What follows belongs to an exercise in optimizing a design on an open flow for small area, a short achievable clock period and few clock cycles per item; a production flow would make more cautious choices.
In this exercise RTL edits were held to simulation tests only and were not proved equivalent to the original.

==> flow/design.v, too long to show whole: its modules and the start of the top module <==
// module svf_multichannel: 197 lines
// module svf_benc: 16 lines
// module svf_fa: 4 lines
// module svf_ha: 4 lines
// module svf_mac_f: 550 lines
// module svf_mac_q: 586 lines
// module svf_s2: 132 lines
module svf_multichannel #(
  parameter int SAMPLE_BITS = 16,
  parameter int CHANNELS    = 4,
  parameter int COEF_BITS   = 18
) (
  input  logic                            clk,
  input  logic                            rst,
  input  logic                            sample_clk,
  input  logic [CHANNELS*SAMPLE_BITS-1:0] in_data,
  input  logic [CHANNELS*COEF_BITS-1:0]   F,
  input  logic [CHANNELS*COEF_BITS-1:0]   Q1,
  input  logic [CHANNELS*2-1:0]           mode,
  input  logic [CHANNELS-1:0]             clear,
  output logic [CHANNELS*SAMPLE_BITS-1:0] out_data,
  output logic                            out_valid,
  output logic                            busy,
  output logic                            overrun
);
  // ...
==> flow/flow/run.sh <==
#!/bin/bash
# The standard layout (standard synthesis included), with two changes to how the
# layout is made: timing repair is asked to leave more setup slack than the default,
# so that paths end up well inside the period, and the port buffers are buf_1 cells.
set -euo pipefail
bash standard.sh SETUP_SLACK_MARGIN=8 "BUFFER_PORTS_ARGS=-buffer_cell sky130_fd_sc_hd__buf_1" finish > standard_flow.log 2>&1
==> flow/standard.sh <==
#!/bin/bash
# synth_recipe.tcl (not shown) runs the flow's synth.tcl, then flattens the netlist and writes it again
# the make line also repeats each setting of config.mk as NAME=value (left out here)
make -C /OpenROAD-flow-scripts/flow DESIGN_CONFIG=/design/flow/config.mk WORK_HOME=/design/flow/orfs CLKGATE_MAP_FILE= SYNTH_SCRIPT=/design/flow/synth_recipe.tcl "${@:-finish}"
==> flow/config.mk <==
export PLATFORM = sky130hd
export DESIGN_NAME = svf_multichannel
export DESIGN_NICKNAME = svf_multichannel
export VERILOG_FILES = /design/flow/design.v
export SDC_FILE = /design/flow/constraint.sdc
export NUM_CORES = 4
export LEC_CHECK = 0
export CAP_MARGIN = 20
export CORE_MARGIN = 2
export CORE_UTILIZATION = 40
export CTS_BUF_LIST = sky130_fd_sc_hd__clkbuf_8 sky130_fd_sc_hd__clkbuf_16
export CTS_CLUSTER_DIAMETER = 80
export CTS_CLUSTER_SIZE = 40
export SLEW_MARGIN = 20
export SYNTH_HIERARCHICAL = 1
==> flow/constraint.sdc <==
create_clock -name core_clock -period 12.0 [get_ports {clk}]
set_input_delay 2.4000 -clock core_clock [delete_from_list [all_inputs] [get_ports {clk}]]
set_output_delay 2.4000 -clock core_clock [all_outputs]
set_load 0.01 [all_outputs]
==> summary.txt, run 1 <==
metal2 WL ~57 mm; Post-Synth XOR/XNOR Area ~11%; grt peak-use layer met2; Seq/total area 31.2%; CTS root buffer clkbuf_16; EDFF count, synth between 150 and 200; final number of max-transition violations 0; Final GP Congestion approximately 0.87; number of buffers and inverters on the critical path 2; Area after DPL about 48,000 µm²; Layout clock buffers 43; Tcrit/Tclk final approximately 33%; Worst-Skew Late Latency 680 ps; Levels on crit path 13; Tapcells ~1,600; Hold Slack approximately 330 ps; top cell category multi-input gates; Worst setup EP type flip-flop; hold endpoint fd3_reg[13]; worst setup margin slightly above 8000 ps; HPWL after detailed placement 83.7 mm; first-pass GRT wire length ~190 mm; gr usage total between 10% and 20%; Critical Path RT 12,510 ps; sequential cell area 16,000 µm²; postcts setup bufs 2; status finished clean; clock tree buffer depth 3; post-route cell area ~51,000 µm²; Reg2Reg Depth 13; commonest non-fill, non-tap cell in the layout xnor2_1; WP data arrival ~4500 ps; Seq cells approximately 700; area growth from synthesis to layout 6.57%; end of the worst register-to-register path fl2_reg; #MultiIn Comb ~2,700; worst path cell trace buf_12 -> buf_16 -> a22oi_2 -> xnor2_2 -> fa_2 -> fa_2 -> fa_2 -> fa_2 -> ha_1 -> nand2_1 -> o21ai_0 -> a21oi_1 -> o21ai_1
Testbench counts, summed over its fixed seeds: cycles 25,608, frames 3,200.
==> module svf_multichannel, before the edit <==
module svf_multichannel #(
  parameter int SAMPLE_BITS = 16,
  parameter int CHANNELS    = 4,
  parameter int COEF_BITS   = 18
) (
  input  logic                            clk,
  input  logic                            rst,
  input  logic                            sample_clk,
  input  logic [CHANNELS*SAMPLE_BITS-1:0] in_data,
  input  logic [CHANNELS*COEF_BITS-1:0]   F,
  input  logic [CHANNELS*COEF_BITS-1:0]   Q1,
  input  logic [CHANNELS*2-1:0]           mode,
  input  logic [CHANNELS-1:0]             clear,
  output logic [CHANNELS*SAMPLE_BITS-1:0] out_data,
  output logic                            out_valid,
  output logic                            busy,
  output logic                            overrun
);
  localparam int W  = 19;
  localparam int SP = 15;   
  function automatic logic [15:0] clamp16(input logic [W-1:0] v);
    if (v[18:15] == 4'b0000 || v[18:15] == 4'b1111) clamp16 = v[15:0];
    else clamp16 = v[18] ? 16'h8000 : 16'h7fff;
  endfunction
  logic       sc_hist_reg, busy_reg, out_valid_reg, overrun_reg, zero_reg;
  logic [2:0] ph_reg;
  logic       edge_seen, start;
  assign edge_seen = sample_clk & ~sc_hist_reg;
  assign start     = edge_seen & ~busy_reg;
  assign busy      = busy_reg;
  assign out_valid = out_valid_reg;
  assign overrun   = overrun_reg;
  always_ff @(posedge clk) begin
    if (rst) begin
      sc_hist_reg   <= 1'b0;
      busy_reg      <= 1'b0;
      out_valid_reg <= 1'b0;
      overrun_reg   <= 1'b0;
      zero_reg      <= 1'b1;
      ph_reg        <= 3'd0;
    end else begin
      sc_hist_reg   <= sample_clk;
      overrun_reg   <= edge_seen & busy_reg;
      out_valid_reg <= 1'b0;
      if (start) begin
        busy_reg <= 1'b1;
        ph_reg   <= 3'd1;
      end else if (busy_reg) begin
        ph_reg <= ph_reg + 3'd1;
        if (ph_reg == 3'd7) begin
          busy_reg      <= 1'b0;
          out_valid_reg <= 1'b1;
        end
        if (ph_reg == 3'd4) zero_reg <= 1'b0;
      end
    end
  end
  wire lp_shift = busy_reg & ~(ph_reg[2] & ph_reg[1]);   
  wire bp_shift = busy_reg;                               
  logic [15:0] fx_reg [4];
  logic [17:0] ff_reg [1:3];
  logic [17:0] fq_reg [1:3];
  logic [1:0]  fm_reg [4];
  logic        fc_reg [4];
  logic [26:0] fd_reg, qd_reg;
  logic [26:0] fd_next, qd_next;
  svf_benc u_encf (.b(busy_reg ? ff_reg[1] : F[17:0]), .d(fd_next));
  logic [26:0] qd_enc;
  svf_benc u_encq (.b(busy_reg ? fq_reg[1] : Q1[17:0]), .d(qd_enc));
  assign qd_next = {~qd_enc[26:18], qd_enc[17:0]};   
  always_ff @(posedge clk) begin
    fd_reg <= fd_next;
    qd_reg <= qd_next;
    for (int i = 0; i < 3; i++) begin
      if (busy_reg) begin
        fx_reg[i] <= fx_reg[i+1];
        fm_reg[i] <= fm_reg[i+1];
        fc_reg[i] <= fc_reg[i+1];
      end else begin
        fx_reg[i] <= in_data[16*i +: 16];
        fm_reg[i] <= mode[2*i +: 2];
        fc_reg[i] <= clear[i];
      end
    end
    for (int i = 1; i < 3; i++) begin
      if (busy_reg) begin
        ff_reg[i] <= ff_reg[i+1];
        fq_reg[i] <= fq_reg[i+1];
      end else begin
        ff_reg[i] <= F[18*i +: 18];
        fq_reg[i] <= Q1[18*i +: 18];
      end
    end
    fx_reg[3] <= in_data[48 +: 16];
    ff_reg[3] <= F[54 +: 18];
    fq_reg[3] <= Q1[54 +: 18];
    fm_reg[3] <= mode[6 +: 2];
    fc_reg[3] <= clear[3];
  end
  logic [W-1:0] lp_reg [4];
  logic [W-1:0] bp_reg [4];
  logic [W-1:0] lpn, bpn;
  logic         zero_head, head_in;
  assign head_in   = busy_reg & ~ph_reg[2];                
  assign zero_head = zero_reg | (busy_reg ? fc_reg[1] : clear[0]);
  always_ff @(posedge clk) begin
    if (lp_shift | start) begin
      if (start) lp_reg[0] <= zero_head ? '0 : lp_reg[0];
      else       lp_reg[0] <= (head_in & zero_head) ? '0 : lp_reg[1];
    end
    if (lp_shift) begin
      for (int i = 1; i < 3; i++) lp_reg[i] <= lp_reg[i+1];
      lp_reg[3] <= lpn;
    end
    if (bp_shift | start) begin
      if (start) bp_reg[0] <= zero_head ? '0 : bp_reg[0];
      else       bp_reg[0] <= (head_in & zero_head) ? '0 : bp_reg[1];
    end
    if (bp_shift) begin
      for (int i = 1; i < 3; i++) bp_reg[i] <= bp_reg[i+1];
      bp_reg[3] <= bpn;
    end
  end
  logic [35-SP:0] fs1, fc1;
  logic [34-SP:0] qs1, qc1;
  logic           fl1, ql1;
  svf_mac_f u_macf (.a(bp_reg[0]), .one(fd_reg[8:0]), .two(fd_reg[17:9]), .neg(fd_reg[26:18]),
                    .c(lp_reg[0]), .ys(fs1), .yc(fc1), .cl(fl1));
  svf_mac_q u_macq (.a(bp_reg[0]), .one(qd_reg[8:0]), .two(qd_reg[17:9]), .neg(qd_reg[26:18]),
                    .c({{3{fx_reg[0][15]}}, fx_reg[0]}), .ys(qs1), .yc(qc1), .cl(ql1));
  logic [35-SP:0] fs2_reg, fc2_reg;
  logic [34-SP:0] qs2_reg, qc2_reg;
  logic           fl2_reg, ql2_reg;
  logic [W-1:0]   bp2_reg;
  logic [26:0]    fd2_reg;
  logic [1:0]     m2_reg;
  always_ff @(posedge clk) begin
    fs2_reg <= fs1;
    fc2_reg <= fc1;
    fl2_reg <= fl1;
    qs2_reg <= qs1;
    qc2_reg <= qc1;
    ql2_reg <= ql1;
    bp2_reg <= bp_reg[0];
    fd2_reg <= fd_reg;
    m2_reg  <= fm_reg[0];
  end
  logic [W-1:0] hp2;
  svf_s2 u_s2 (.fs(fs2_reg), .fc(fc2_reg), .fl(fl2_reg), .qs(qs2_reg), .qc(qc2_reg),
               .ql(ql2_reg), .lpn(lpn), .hp(hp2));
  logic [W-1:0] hp3_reg, bp3_reg;
  logic [26:0]  fd3_reg;
  logic [1:0]   m3_reg;
  always_ff @(posedge clk) begin
    hp3_reg <= hp2;
    bp3_reg <= bp2_reg;
    fd3_reg <= fd2_reg;
    m3_reg  <= m2_reg;
  end
  logic [W-1:0] notch3, sel3;
  assign notch3 = hp3_reg + lp_reg[3];
  always_comb begin
    case (m3_reg)
      2'b01:   sel3 = hp3_reg;
      2'b11:   sel3 = notch3;
      default: sel3 = lp_reg[3];
    endcase
  end
  logic [35-SP:0] bs3, bc3;
  logic           bl3;
  svf_mac_f u_macb (.a(hp3_reg), .one(fd3_reg[8:0]), .two(fd3_reg[17:9]), .neg(fd3_reg[26:18]),
                    .c(bp3_reg), .ys(bs3), .yc(bc3), .cl(bl3));
  logic [35-SP:0] bs4_reg, bc4_reg;
  logic           bl4_reg;
  logic [15:0]    sel4_reg;
  logic           isbp4_reg;
  always_ff @(posedge clk) begin
    bs4_reg   <= bs3;
    bc4_reg   <= bc3;
    bl4_reg   <= bl3;
    sel4_reg  <= clamp16(sel3);
    isbp4_reg <= (m3_reg == 2'b10);
  end
  logic [35-SP:0] bp_sum;
  assign bp_sum = bs4_reg + bc4_reg + (36-SP)'(bl4_reg);
  assign bpn    = bp_sum[35-SP:17-SP];
  logic [15:0] out_reg [4];
  always_ff @(posedge clk) begin
    for (int i = 0; i < 3; i++) out_reg[i] <= out_reg[i+1];
    out_reg[3] <= isbp4_reg ? clamp16(bpn) : sel4_reg;
  end
  generate
    for (genvar gi = 0; gi < CHANNELS; gi++) begin : g_out
      assign out_data[gi*SAMPLE_BITS +: SAMPLE_BITS] = out_reg[gi];
    end
  endgenerate
endmodule
==> run 2, diff against run 1 <==
--- a/flow/design.v
+++ b/flow/design.v
@@ -58,3 +58,2 @@
   wire lp_shift = busy_reg & ~(ph_reg[2] & ph_reg[1]);   
-  wire bp_shift = busy_reg;                               
   logic [15:0] fx_reg [4];
@@ -114,9 +113,6 @@
     end
-    if (bp_shift | start) begin
-      if (start) bp_reg[0] <= zero_head ? '0 : bp_reg[0];
-      else       bp_reg[0] <= (head_in & zero_head) ? '0 : bp_reg[1];
-    end
-    if (bp_shift) begin
-      for (int i = 1; i < 3; i++) bp_reg[i] <= bp_reg[i+1];
-      bp_reg[3] <= bpn;
+    if (start | busy_reg) begin
+      for (int i = 0; i < 3; i++) bp_reg[i] <= bp_reg[i+1];
+      if (ph_reg[2]) bp_reg[3] <= bpn;                     
+      else           bp_reg[3] <= zero_head ? '0 : bp_reg[0];
     end
@@ -126,5 +122,5 @@
   logic           fl1, ql1;
-  svf_mac_f u_macf (.a(bp_reg[0]), .one(fd_reg[8:0]), .two(fd_reg[17:9]), .neg(fd_reg[26:18]),
+  svf_mac_f u_macf (.a(bp_reg[3]), .one(fd_reg[8:0]), .two(fd_reg[17:9]), .neg(fd_reg[26:18]),
                     .c(lp_reg[0]), .ys(fs1), .yc(fc1), .cl(fl1));
-  svf_mac_q u_macq (.a(bp_reg[0]), .one(qd_reg[8:0]), .two(qd_reg[17:9]), .neg(qd_reg[26:18]),
+  svf_mac_q u_macq (.a(bp_reg[3]), .one(qd_reg[8:0]), .two(qd_reg[17:9]), .neg(qd_reg[26:18]),
                     .c({{3{fx_reg[0][15]}}, fx_reg[0]}), .ys(qs1), .yc(qc1), .cl(ql1));
@@ -133,3 +129,2 @@
   logic           fl2_reg, ql2_reg;
-  logic [W-1:0]   bp2_reg;
   logic [26:0]    fd2_reg;
@@ -143,3 +138,2 @@
     ql2_reg <= ql1;
-    bp2_reg <= bp_reg[0];
     fd2_reg <= fd_reg;
@@ -150,3 +144,3 @@
                .ql(ql2_reg), .lpn(lpn), .hp(hp2));
-  logic [W-1:0] hp3_reg, bp3_reg;
+  logic [W-1:0] hp3_reg;
   logic [26:0]  fd3_reg;
@@ -155,3 +149,2 @@
     hp3_reg <= hp2;
-    bp3_reg <= bp2_reg;
     fd3_reg <= fd2_reg;
@@ -171,3 +164,3 @@
   svf_mac_f u_macb (.a(hp3_reg), .one(fd3_reg[8:0]), .two(fd3_reg[17:9]), .neg(fd3_reg[26:18]),
-                    .c(bp3_reg), .ys(bs3), .yc(bc3), .cl(bl3));
+                    .c(bp_reg[1]), .ys(bs3), .yc(bc3), .cl(bl3));
   logic [35-SP:0] bs4_reg, bc4_reg;
--- a/flow/config.mk
+++ b/flow/config.mk
@@ -10,5 +10,2 @@
 export CORE_UTILIZATION = 40
-export CTS_BUF_LIST = sky130_fd_sc_hd__clkbuf_8 sky130_fd_sc_hd__clkbuf_16
-export CTS_CLUSTER_DIAMETER = 80
-export CTS_CLUSTER_SIZE = 40
 export SLEW_MARGIN = 20
==> run 2 against run 1 <==
Net effect:
- synthesized area is 2.0% lower
- synthesized cell count decreased by 3.1%
- clock skew decreased by 27 ps
- routed wire length is 1.8% higher
- worst setup slack got worse by 64 ps
- global-route usage grew 1.0 points
- sequential cell count down 38
==> summary.txt, run 2 <==
TritonRoute pass-1 iters 5 (was 6); gr usage total 20.5% (was 19.5%); HPWL after detailed placement 85.0 mm (was 83.7 mm); final number of hold-violating endpoints 0 (unchanged); list of most frequent post-synthesis cells xnor2_1 (573), dfxtp_1 (530), fa_1 (512) (was xnor2_1 (577), dfxtp_1 (568), fa_1 (512)); largest net degree at the start of global routing 69 (was 76); remaining antenna violation count 0 (unchanged); cell seen most often among critical-path stages fa_1 (was fa_2); Setup Skew 41.9 ps (was 68.6 ps); port bufs 289 (unchanged); clk sinks 682 (was 720); placed insts 5,344 (was 5,547); commonest non-fill, non-tap cells in the layout xnor2_1 (569), fa_1 (510), dfxtp_1 (491) (was xnor2_1 (574), dfxtp_1 (529), fa_1 (504)); Main synth FF type dfxtp_1 (unchanged); RSZ-0062 raised after global routing yes (unchanged); die area 121,000 µm² (was 123,000 µm²); Ys Warns 24 (unchanged); Slew headroom 21.7% (was 22.7%); Initial Util 40.4% (was 40.2%); via count of the first global-routing pass 32,100 (was 31,200); Unique masters post-synth 86 (was 77); hold crit path type reg -> reg (unchanged); WP data arrival 4610 ps (was 4470 ps); top post-synthesis cells by area dfxtp_1 (23%), fa_1 (22%), xnor2_1 (11%), edfxtp_1 (9.7%), a22oi_1 (6.9%) (was dfxtp_1 (24%), fa_1 (21%), xnor2_1 (11%), edfxtp_1 (9.5%), a22oi_1 (6.7%)); status finished clean (unchanged); Core ar. 117,000 µm² (was 120,000 µm²); clk slew on worst S/H paths 60 ps (was 110 ps); area growth from synthesis to layout 8.12% (was 6.57%); critical path class reg -> reg (unchanged); post-synth top area share 22.5% (was 23.6%); commonest non-fill, non-tap cell in the layout xnor2_1 (unchanged); clock tree buffer depth 3 (unchanged); Area after DPL 47,400 µm² (was 48,400 µm²); mapped cell area 47,100 µm² (was 48,100 µm²); final number of max-transition violations 0 (unchanged); Synth Register Bits 682 (was 720); drt initial violations 2,334 (was 2,277); Post-route DRC 0 (unchanged); first-pass GRT wire length 191 mm (was 185 mm); Max H-tree Level 3 (was 2); Worst setup EP type flip-flop (unchanged); antenna violations before repair 5 (was 4); Avg Cell Area, Syn 12.2 µm² (was 12.0 µm²); Tcrit/Tclk final 33.5% (was 33.0%); setup_tns 0 ps (unchanged); CP max FO 37 (was 7); FMAX 249 MHz (was 253 MHz); # IOs 290 (unchanged); Critical Path RT 12,590 ps (was 12,510 ps); fin nets 4,870 (was 4,970); GRT overflow 0 (unchanged); CTS root buffer clkbuf_16 (unchanged); final setup vio count 0 (unchanged); cell family with most CP delay adder cells (unchanged); Worst path max stage delay 550 ps (was 560 ps); post-route cell area 51,000 µm² (was 51,200 µm²); final cell count without fillers 5,512 (was 5,670); Die Wd 347 µm (was 351 µm); ys async rst share 0% (unchanged); row cnt 125 (was 127); Final GP Congestion 0.874 (was 0.871); number of buffers and inverters on the critical path 1 (was 2); Die Ht 347 µm (was 351 µm); Final min period 4020 ps (was 3960 ps); Max stage delay cell, worst path fa_1 (was fa_2); worst path cell trace buf_12 -> a22oi_1 -> xnor2_1 -> fa_1 -> fa_1 -> fa_1 -> fa_1 -> ha_1 -> nand3_1 -> nor3_2 -> o31ai_1 -> o211ai_1 (was buf_12 -> buf_16 -> a22oi_2 -> xnor2_2 -> fa_2 -> fa_2 -> fa_2 -> fa_2 -> ha_1 -> nand2_1 -> o21ai_0 -> a21oi_1 -> o21ai_1); Worst setup SP type flip-flop (unchanged); synthesized instance count 3,873 (was 3,995); Worst-Skew Late Latency 670 ps (was 680 ps); top-count cell post-synth xnor2_1 (unchanged); EDFF count, synth 152 (unchanged); Seq/Total Area, Yosys 32.2% (was 33.1%); Hold Slack 319 ps (was 330 ps); Routed wire per std cell 22.9 µm (was 21.8 µm); # Max-Cap Violations 0 (unchanged); total number of vias 30,100 (was 30,400); layout cells sized above 1 14.3% (was 13.0%); Inserted Clock Buffers 81 (was 41); Yosys top cell by area dfxtp_1 (unchanged); drt total wl 126 mm (was 124 mm); hold_buf cts 0 (unchanged); DR vias/cell 5.46 (was 5.36); slew of the pin with the lowest slew margin 1170 ps (was 1160 ps); CTS tree done (unchanged)
==> run 2: cell count changes in the layout (fill, tap and decap cells not counted), moves of 13 or more <==
cell	delta
clkbuf_16	+38
and2_1	-25
clkbuf_8	+14
dfxtp_1	-38
nor2_1	-30
o21ai_0	-13
nand2_1	-24
clkinv_16	-13
a22o_1	+16
buf_4	-20
==> run 2: cell families after synthesis <==
kind of cell	share of synthesized area (%)
other	0.0239
AO/OA/AOI/OAI	13.8
multiplexers	4.11
AND/OR/NAND/NOR	2.69
buffers and inverters	8.33
XOR/XNOR	11.4
flip-flops	32.2
adder cells (fa/ha/maj)	27.4
==> run 2: worst paths after layout <==
path	start	to	slack, ps	cells past startpoint
worst min-delay path	fd2_reg[23]	fd3_reg[23]	320	0
worst max-delay path	bp_reg[3][6]	ql2_reg	7980	12
worst min register to register	fd2_reg[23]	fd3_reg[23]	320	0
worst max register to register	bp_reg[3][6]	ql2_reg	7980	12
==> run 2: metal layers <==
metal,vias to the layer above,GRT usage [%],share of wire (%)
met1,15300,26.6,42
met2,1181,33.9,48
li1,13400,-,-
met5,-,0,0.021
met4,4,8.09,3.2
met3,233,3.91,6.5
==> run 2: Yosys stat by module, one instance, submodules excluded <==
| module | cells | copies in the design | cell area, µm² |
|---|---|---|---|
| svf_multichannel | 1293 | 1 | 20200 |
| svf_mac_f | 536 | 2 | 4330 |
| svf_mac_q | 531 | 1 | 4310 |
| svf_s2 | 287 | 1 | 1990 |
| svf_benc | 43 | 2 | 299 |
| svf_fa | 1 | 509 | 20.0 |
| svf_ha | 1 | 95 | 12.5 |
==> run 2: area by class of cell <==
cell class,instances,area (µm²)
clock inverters,41,556
repair buffers,392,2220
inverters,100,375
clock buffers,108,2300
diodes,1,2.50
flip-flops and latches,682,15300
multi-input cells,2664,28300
fillers,10800,65600
well taps,1524,1910
==> run 2: per-stage QoR <==
stage                     util, %  setup WS (ps)
after floorplan                 -           8120
after global placement       40.7           7720
after detailed placement     40.7           7600
after CTS                    43.2           7910
after global routing         43.7           7790
final                        43.7           7980
==> run 2: what timing repair did <==
item                                    in CTS  in global routing
setup buffers                                1                 11
resized for setup                           45                 94
gates cloned                                 0                  6
pin swaps                                    1                 14
endpoints found under the setup margin      55                 60
Testbench counts of run 2, summed over its fixed seeds: cycles 25,608, frames 3,200.
==> run 3, diff against run 2 <==
--- a/flow/config.mk
+++ b/flow/config.mk
@@ -9,3 +9,3 @@
 export CORE_MARGIN = 2
-export CORE_UTILIZATION = 40
+export CORE_UTILIZATION = 55
 export SLEW_MARGIN = 20
==> run 3 against run 2 <==
Net effect:
- sequential share of layout area grew 0.56 points
- die area decreased by 27%
- routed wire length shrank 6.4%
- clock-buffer cell count decreased by 8
- design area decreased by 2.0%
- synthesized cell count unchanged
- sequential cell count did not move
- synthesized area unchanged
- fmax increased by 2.9%
- first-iteration DRC count grew 1.6%
- largest cell class unchanged
- critical path type unchanged
==> summary.txt, run 3 <==
DR vias/cell 5.76 (was 5.46); Slew headroom 22.5% (was 21.7%); fillers 7,178 (was 10,800); Final GP Congestion 0.877 (was 0.874); remaining antenna violation count 0 (unchanged); mapped cell area 47,100 µm² (unchanged); fin nets 4,850 (was 4,870); Inserted Clock Buffers 77 (was 81); setup_tns 0 ps (unchanged); EDFF count, synth 152 (unchanged); # IOs 290 (unchanged); CTS tree done (unchanged); die area 88,000 µm² (was 121,000 µm²); Critical Path RT 12,500 ps (was 12,590 ps); total number of vias 29,400 (was 30,100); Yosys top cell by area dfxtp_1 (unchanged); WP data arrival 4410 ps (was 4610 ps); clk sinks 682 (unchanged); Post-route DRC 0 (unchanged); Initial Util 55.4% (was 40.4%); Max H-tree Level 3 (unchanged); Ys Warns 24 (unchanged); Setup Skew 40.0 ps (was 41.9 ps); CTS root buffer clkbuf_16 (unchanged); Die Wd 297 µm (was 347 µm); hold crit path type reg -> reg (unchanged); final number of hold-violating endpoints 0 (unchanged); area growth from synthesis to layout 5.92% (was 8.12%); commonest non-fill, non-tap cells in the layout xnor2_1 (571), fa_1 (511), dfxtp_1 (493) (was xnor2_1 (569), fa_1 (510), dfxtp_1 (491)); Hold Slack 321 ps (was 319 ps); via count of the first global-routing pass 31,000 (was 32,100); drt total wl 118 mm (was 126 mm); HPWL after detailed placement 82.2 mm (was 85.0 mm); post-synth top area share 22.5% (unchanged); Routed wire per std cell 23.1 µm (was 22.9 µm); drt initial violations 2,372 (was 2,334); Core ar. 85,000 µm² (was 117,000 µm²); synthesized instance count 3,873 (unchanged); list of most frequent post-synthesis cells xnor2_1 (573), dfxtp_1 (530), fa_1 (512) (unchanged); RSZ-0062 raised after global routing yes (unchanged); clk slew on worst S/H paths 60 ps (about the same); Final min period 3910 ps (was 4020 ps); Unique masters post-synth 86 (unchanged); CP max FO 37 (unchanged); status finished clean (unchanged); Seq/Total Area, Yosys 32.2% (unchanged); commonest non-fill, non-tap cell in the layout xnor2_1 (unchanged); Worst setup EP type flip-flop (unchanged); Worst-Skew Late Latency 640 ps (was 670 ps); top-count cell post-synth xnor2_1 (unchanged); largest net degree at the start of global routing 132 (was 69); clock tree buffer depth 3 (unchanged); Main synth FF type dfxtp_1 (unchanged); TritonRoute pass-1 iters 6 (was 5); ys async rst share 0% (unchanged); Worst setup SP type flip-flop (unchanged); Tcrit/Tclk final 32.6% (was 33.5%); Die Ht 297 µm (was 347 µm); row cnt 107 (was 125); slew of the pin with the lowest slew margin 1160 ps (was 1170 ps); gr usage total 26.7% (was 20.5%); final number of max-transition violations 0 (unchanged); # Max-Cap Violations 0 (unchanged); GRT overflow 0 (unchanged); layout cells sized above 1 13.4% (was 14.3%); FMAX 256 MHz (was 249 MHz); top post-synthesis cells by area dfxtp_1 (23%), fa_1 (22%), xnor2_1 (11%), edfxtp_1 (9.7%), a22oi_1 (6.9%) (unchanged); first-pass GRT wire length 182 mm (was 191 mm); # diodes 0 (was 1); Synth Register Bits 682 (unchanged); antenna violations before repair 0 (was 5); Avg Cell Area, Syn 12.2 µm² (unchanged); port bufs 289 (unchanged); final setup vio count 0 (unchanged); critical path class reg -> reg (unchanged)
## run 3: cell counts after synthesis
Identical to the previous run, type by type.
## run 3: cell families (layout without fill, tap and decap cells)
family / Yosys count / in the layout / share of synthesized area (%)
compound gates: 854 / 854 / 13.8
fa+ha+maj: 726 / 726 / 27.4
flops: 682 / 682 / 32.2
xor+xnor: 614 / 614 / 11.4
buf+inv: 565 / 615 / 8.33
simple gates: 256 / 256 / 2.69
mux: 173 / 173 / 4.11
other cells: 3 / 41 / 0.0239
## run 3: layout make-up
cell class	instances	area [µm²]	area share, %
repair buffers	376	2010	4.03
clock inverters	39	448	0.897
clock buffers	100	2120	4.25
well taps	1144	1430	2.87
multi-input cells	2664	28300	56.7
inverters	100	375	0.752
flip-flops and latches	682	15200	30.5
## run 3: what timing repair did
action	CTS	global route
setup endpoints to repair	59	31
gates resized for setup	45	70
hold endpoints to repair	0	0
hold buffers	0	0
setup buffers	2	3
cloned	0	1
pin swaps	1	6
## run 3: worst max-delay path, stage by stage (launching register included)
cell and delay [ps]:
edfxtp_1 420, buf_12 200, a22oi_1 260, xnor2_1 180
fa_1 490, fa_1 470, fa_1 550, fa_1 430
ha_1 300, a21o_1 180, a21oi_1 160, o211ai_1 100
## run 3: final timing paths
kind | from | end | slack (ps) | cells past startpoint
setup / recovery | bp_reg[3][3] | ql2_reg | 8090 | 11
hold / removal | fd2_reg[24] | fd3_reg[24] | 320 | 0
setup reg to reg | bp_reg[3][3] | ql2_reg | 8090 | 11
hold reg to reg | fd2_reg[24] | fd3_reg[24] | 320 | 0
## run 3: per-module statistics from Yosys, one instance, submodules excluded
| module | cells inside | area (µm²) |
|---|---|---|
| svf_mac_q | 531 | 4310 |
| svf_ha | 1 | 12.5 |
| svf_benc | 43 | 299 |
| svf_s2 | 287 | 1990 |
| svf_mac_f | 536 | 4330 |
| svf_multichannel | 1293 | 20200 |
| svf_fa | 1 | 20.0 |
## run 3: stage by stage
stage | worst slack [ps] | area, µm² | utilization, % | cells
floorplan | 8120 | 47300 | - | 3911
global placement | 7820 | 46900 | 55.2 | 4960
detailed placement | 7720 | 46900 | 55.2 | 4960
CTS | 8000 | 49600 | 58.4 | 5101
global route | 7940 | 49900 | 58.7 | 5105
finish | 8090 | 49900 | 58.7 | 5105
## run 3: metal layers
layer / global-route usage, % / vias up / wire length [µm]
li1: - / 13300 / -
met1: 35.8 / 14800 / 50400
met2: 43.9 / 1072 / 56600
met3: 4.24 / 210 / 7700
met4: 9.74 / 0 / 3340
met5: 0 / - / 0
==> run 4, diff against run 3 <==
--- a/flow/config.mk
+++ b/flow/config.mk
@@ -9,3 +9,6 @@
 export CORE_MARGIN = 2
-export CORE_UTILIZATION = 55
+export CORE_UTILIZATION = 40
+export CTS_BUF_LIST = sky130_fd_sc_hd__clkbuf_8
+export CTS_CLUSTER_DIAMETER = 50
+export CTS_CLUSTER_SIZE = 20
 export SLEW_MARGIN = 20
==> run 4 against run 3 <==
Net effect:
- design area down 0.15%
- first-iteration DRC count down 6.4%
- largest cell class unchanged
- still clean on timing, DRC and antenna
- via count up 1.9%
- register-to-register slack worse by 130 ps
- critical path depth up 1
- highest routed layer is now met5
- routed wire length up 5.7%
- cell count up 7.9%
- global-route usage down 6.2 points
- worst setup slack worse by 130 ps
- critical endpoint unchanged
- utilization down 16 points
==> summary.txt, run 4 <==
status finished clean (unchanged); first-pass GRT wire length 190 mm (was 182 mm); DR vias/cell 5.44 (was 5.76); clk sinks 682 (unchanged); Hold Slack 329 ps (was 321 ps); Slew headroom 22.4% (was 22.5%); drt total wl 125 mm (was 118 mm); end of the worst register-to-register path ql2_reg (unchanged); Post-Synth Adder-Cell Area 27.4% (unchanged); CTS root buffer clkbuf_8 (was clkbuf_16); Worst path max stage delay 550 ps (about the same); Reg2Reg Depth 12 (was 11); largest net degree at the start of global routing 69 (was 132); Synth Register Bits 682 (unchanged); Max stage delay cell, worst path fa_1 (unchanged); uppermost layer routed met5 (was met4); worst path cell trace buf_12 -> a22oi_1 -> xnor2_1 -> fa_1 -> fa_1 -> fa_1 -> fa_1 -> ha_1 -> nand3_1 -> nor3_2 -> o31ai_1 -> o211ai_1 (was buf_12 -> a22oi_1 -> xnor2_1 -> fa_1 -> fa_1 -> fa_1 -> fa_1 -> ha_1 -> a21o_1 -> a21oi_1 -> o211ai_1); via count of the first global-routing pass 31,900 (was 31,000); CTS tree done (unchanged); commonest non-fill, non-tap cells in the layout xnor2_1 (572), fa_1 (507), dfxtp_1 (493) (was xnor2_1 (571), fa_1 (511), dfxtp_1 (493)); fin nets 4,866 (was 4,850); wire length on met3 8.43 mm (was 7.70 mm); Main synth FF type dfxtp_1 (unchanged); EDFF count, synth 152 (unchanged); Post-route DRC 0 (unchanged); row cnt 125 (was 107); Worst-Skew Late Latency 760 ps (was 640 ps); top post-synthesis cells by area dfxtp_1 (23%), fa_1 (22%), xnor2_1 (11%), edfxtp_1 (9.7%), a22oi_1 (6.9%) (unchanged); commonest non-fill, non-tap cell in the layout xnor2_1 (unchanged); TritonRoute pass-1 iters 7 (was 6); Synth Area in Compound Gates 13.8% (unchanged); final setup vio count 0 (unchanged); final number of max-transition violations 0 (unchanged); total number of vias 30,000 (was 29,400); clk slew on worst S/H paths 110 ps (was 60 ps); antenna violations before repair 6 (was 0); Setup Skew 49.6 ps (was 40.0 ps); final number of hold-violating endpoints 0 (unchanged); ys async rst share 0% (unchanged); # IOs 290 (unchanged); die area 121,000 µm² (was 88,000 µm²); post-synth top area share 22.5% (unchanged); M1 WL 52.6 mm (was 50.4 mm); reg-to-reg slack, setup 7960 ps (was 8090 ps); Yosys top cell by area dfxtp_1 (unchanged); # Max-Cap Violations 0 (unchanged); Routed wire per std cell 22.6 µm (was 23.1 µm); metal2 WL 60.1 mm (was 56.6 mm); reg-to-reg critical path startpoint bp_reg[3][5] (was bp_reg[3][3]); FMAX 248 MHz (was 256 MHz); hold_buf cts 0 (unchanged); Die Ht 347 µm (was 297 µm); post-synthesis mux area share 4.11% (unchanged); CP max FO 37 (unchanged); Critical Path RT 12,670 ps (was 12,500 ps); Ys Warns 24 (unchanged); Final GP Congestion 0.874 (was 0.877); area growth from synthesis to layout 5.76% (was 5.92%); Unique masters post-synth 86 (unchanged); Avg Cell Area, Syn 12.2 µm² (unchanged); Initial Util 40.4% (was 55.4%); list of most frequent post-synthesis cells xnor2_1 (573), dfxtp_1 (530), fa_1 (512) (unchanged); synthesized instance count 3,873 (unchanged); port bufs 289 (unchanged); critical path class reg -> reg (unchanged); hold crit path type reg -> reg (unchanged); largest family of logic cells by synthesized area adder cells (unchanged); CP endpoint ql2_reg (unchanged); clock tree buffer depth 3 (unchanged); Worst setup SP type flip-flop (unchanged); gr usage total 20.5% (was 26.7%); Tcrit/Tclk final 33.6% (was 32.6%); Finished Core Util 42.8% (was 58.7%); Worst Setup SP bp_reg[3][5] (was bp_reg[3][3]); slew of the pin with the lowest slew margin 1160 ps (about the same); Post-Synth XOR/XNOR Area 11.4% (unchanged); Max H-tree Level 3 (unchanged); top-count cell post-synth xnor2_1 (unchanged); Inserted Clock Buffers 79 (was 77); Final min period 4040 ps (was 3910 ps); Seq/Total Area, Yosys 32.2% (unchanged); cell seen most often among critical-path stages fa_1 (unchanged); fillers 10,900 (was 7,178); HPWL after detailed placement 85.0 mm (was 82.2 mm); RSZ-0062 raised after global routing yes (unchanged); Core ar. 117,000 µm² (was 85,000 µm²); mapped cell area 47,100 µm² (unchanged); WP data arrival 4700 ps (was 4410 ps); drt initial violations 2,220 (was 2,372); setup_tns 0 ps (unchanged); Worst setup EP type flip-flop (unchanged); remaining antenna violation count 0 (unchanged); layout cells sized above 1 14.1% (was 13.4%); GRT overflow 0 (unchanged); simple-gate share of the synthesized area 2.69% (unchanged); Die Wd 347 µm (was 297 µm)
[run 4: final cells by class]
type	count	area, µm²	share of cell area, %
clock buffers	84	1160	2.32
clock inverters	63	698	1.40
inverters	100	375	0.753
well taps	1524	1910	3.83
repair buffers	390	2160	4.33
flip-flops and latches	682	15200	30.6
diodes	2	5.00	0.0100
multi-input cells	2664	28300	56.8
[run 4: how the worst min path moves through the flow]
stage,startpoint,end,slack [ps],cells after the start
after floorplan,fd2_reg[0],fd3_reg[0],310,0
after global placement,fd2_reg[19],fd3_reg[19],310,0
after detailed placement,fd2_reg[20],fd3_reg[20],310,0
after CTS,fd2_reg[9],fd3_reg[9],330,0
after global routing,fd2_reg[12],fd3_reg[12],330,0
final,fd2_reg[13],fd3_reg[13],330,0
[run 4: routing by layer]
layer,up-vias,track usage [%]
met5,-,0
met4,4,7.69
met3,245,3.99
met2,1158,33.8
met1,15200,26.5
li1,13300,-
[run 4: worst max-delay path, delay by kind of cell (launching register included)]
family          cells  cell delay [ps]
xor+xnor            1              150
compound gates      3              490
buf+inv             1              220
simple gates        2              320
flops               1              430
fa+ha+maj           5             2300
[run 4: what timing repair did]
action,4_1_cts,5_1_grt
setup endpoints to repair,54,59
cloned,1,3
setup buffers,2,10
resized for setup,60,51
pin swaps,0,15
[run 4: logic make-up after synthesis]
group,Yosys count
muxes,173
adders and majority gates,726
DFF,682
buffers and inverters,565
other,3
and+or+nand+nor,256
AOI/OAI and AO/OA,854
xor gates and xnor gates,614
[run 4: Yosys stat by module, one instance, submodules excluded]
module / cell area [µm²] / flops+latches / cells inside
svf_benc: 299 / 0 / 43
svf_fa: 20.0 / 0 / 1
svf_multichannel: 20200 / 682 / 1293
svf_s2: 1990 / 0 / 287
svf_mac_q: 4310 / 0 / 531
svf_mac_f: 4330 / 0 / 536
svf_ha: 12.5 / 0 / 1
[run 4: through the flow]
step / setup WS [ps] / cells / cell area, µm²
after floorplan: 8120 / 3911 / 47300
after global placement: 7720 / 5344 / 47400
after detailed placement: 7600 / 5344 / 47400
after CTS: 7960 / 5494 / 49500
after global routing: 7780 / 5509 / 49800
final: 7960 / 5509 / 49800

-- separate check: timing with driven ports --
Ports are ideal in the flow. The routed layouts listed here were re-timed in OpenROAD.
Step 1 sets driving cells, clkbuf_16 on the clock port and buf_2 on the other inputs (assumed; they add their load-dependent delay and slew).
Step 2 also shifts input and output timing later by t, the mid clock arrival at the registers, as if the neighbouring blocks saw the same clock.
Slacks: ideal ports / drivers / drivers and shift; pairs: ideal ports / drivers.
run | t (ns) | slack for setup (ns) | clock arrival spread, ns | worst data-port slew with drivers (ns)
run 1 | 0.711 | 8.043 / 8.043 / 7.484 | 0.073 / 0.073 | 0.06
run 2 | 0.724 | 7.979 / 7.979 / 7.718 | 0.042 / 0.043 | 0.13
run 3 | 0.686 | 8.091 / 8.070 / 7.858 | 0.042 / 0.042 | 0.07
run 4 | 0.807 | 7.963 / 7.963 / 7.717 | 0.059 / 0.058 | 0.12
After both steps every run listed still meets setup and hold. For run 1, which loses most, drivers alone change the setup slack by 0.000 ns; drivers and shift together by -0.559 ns.
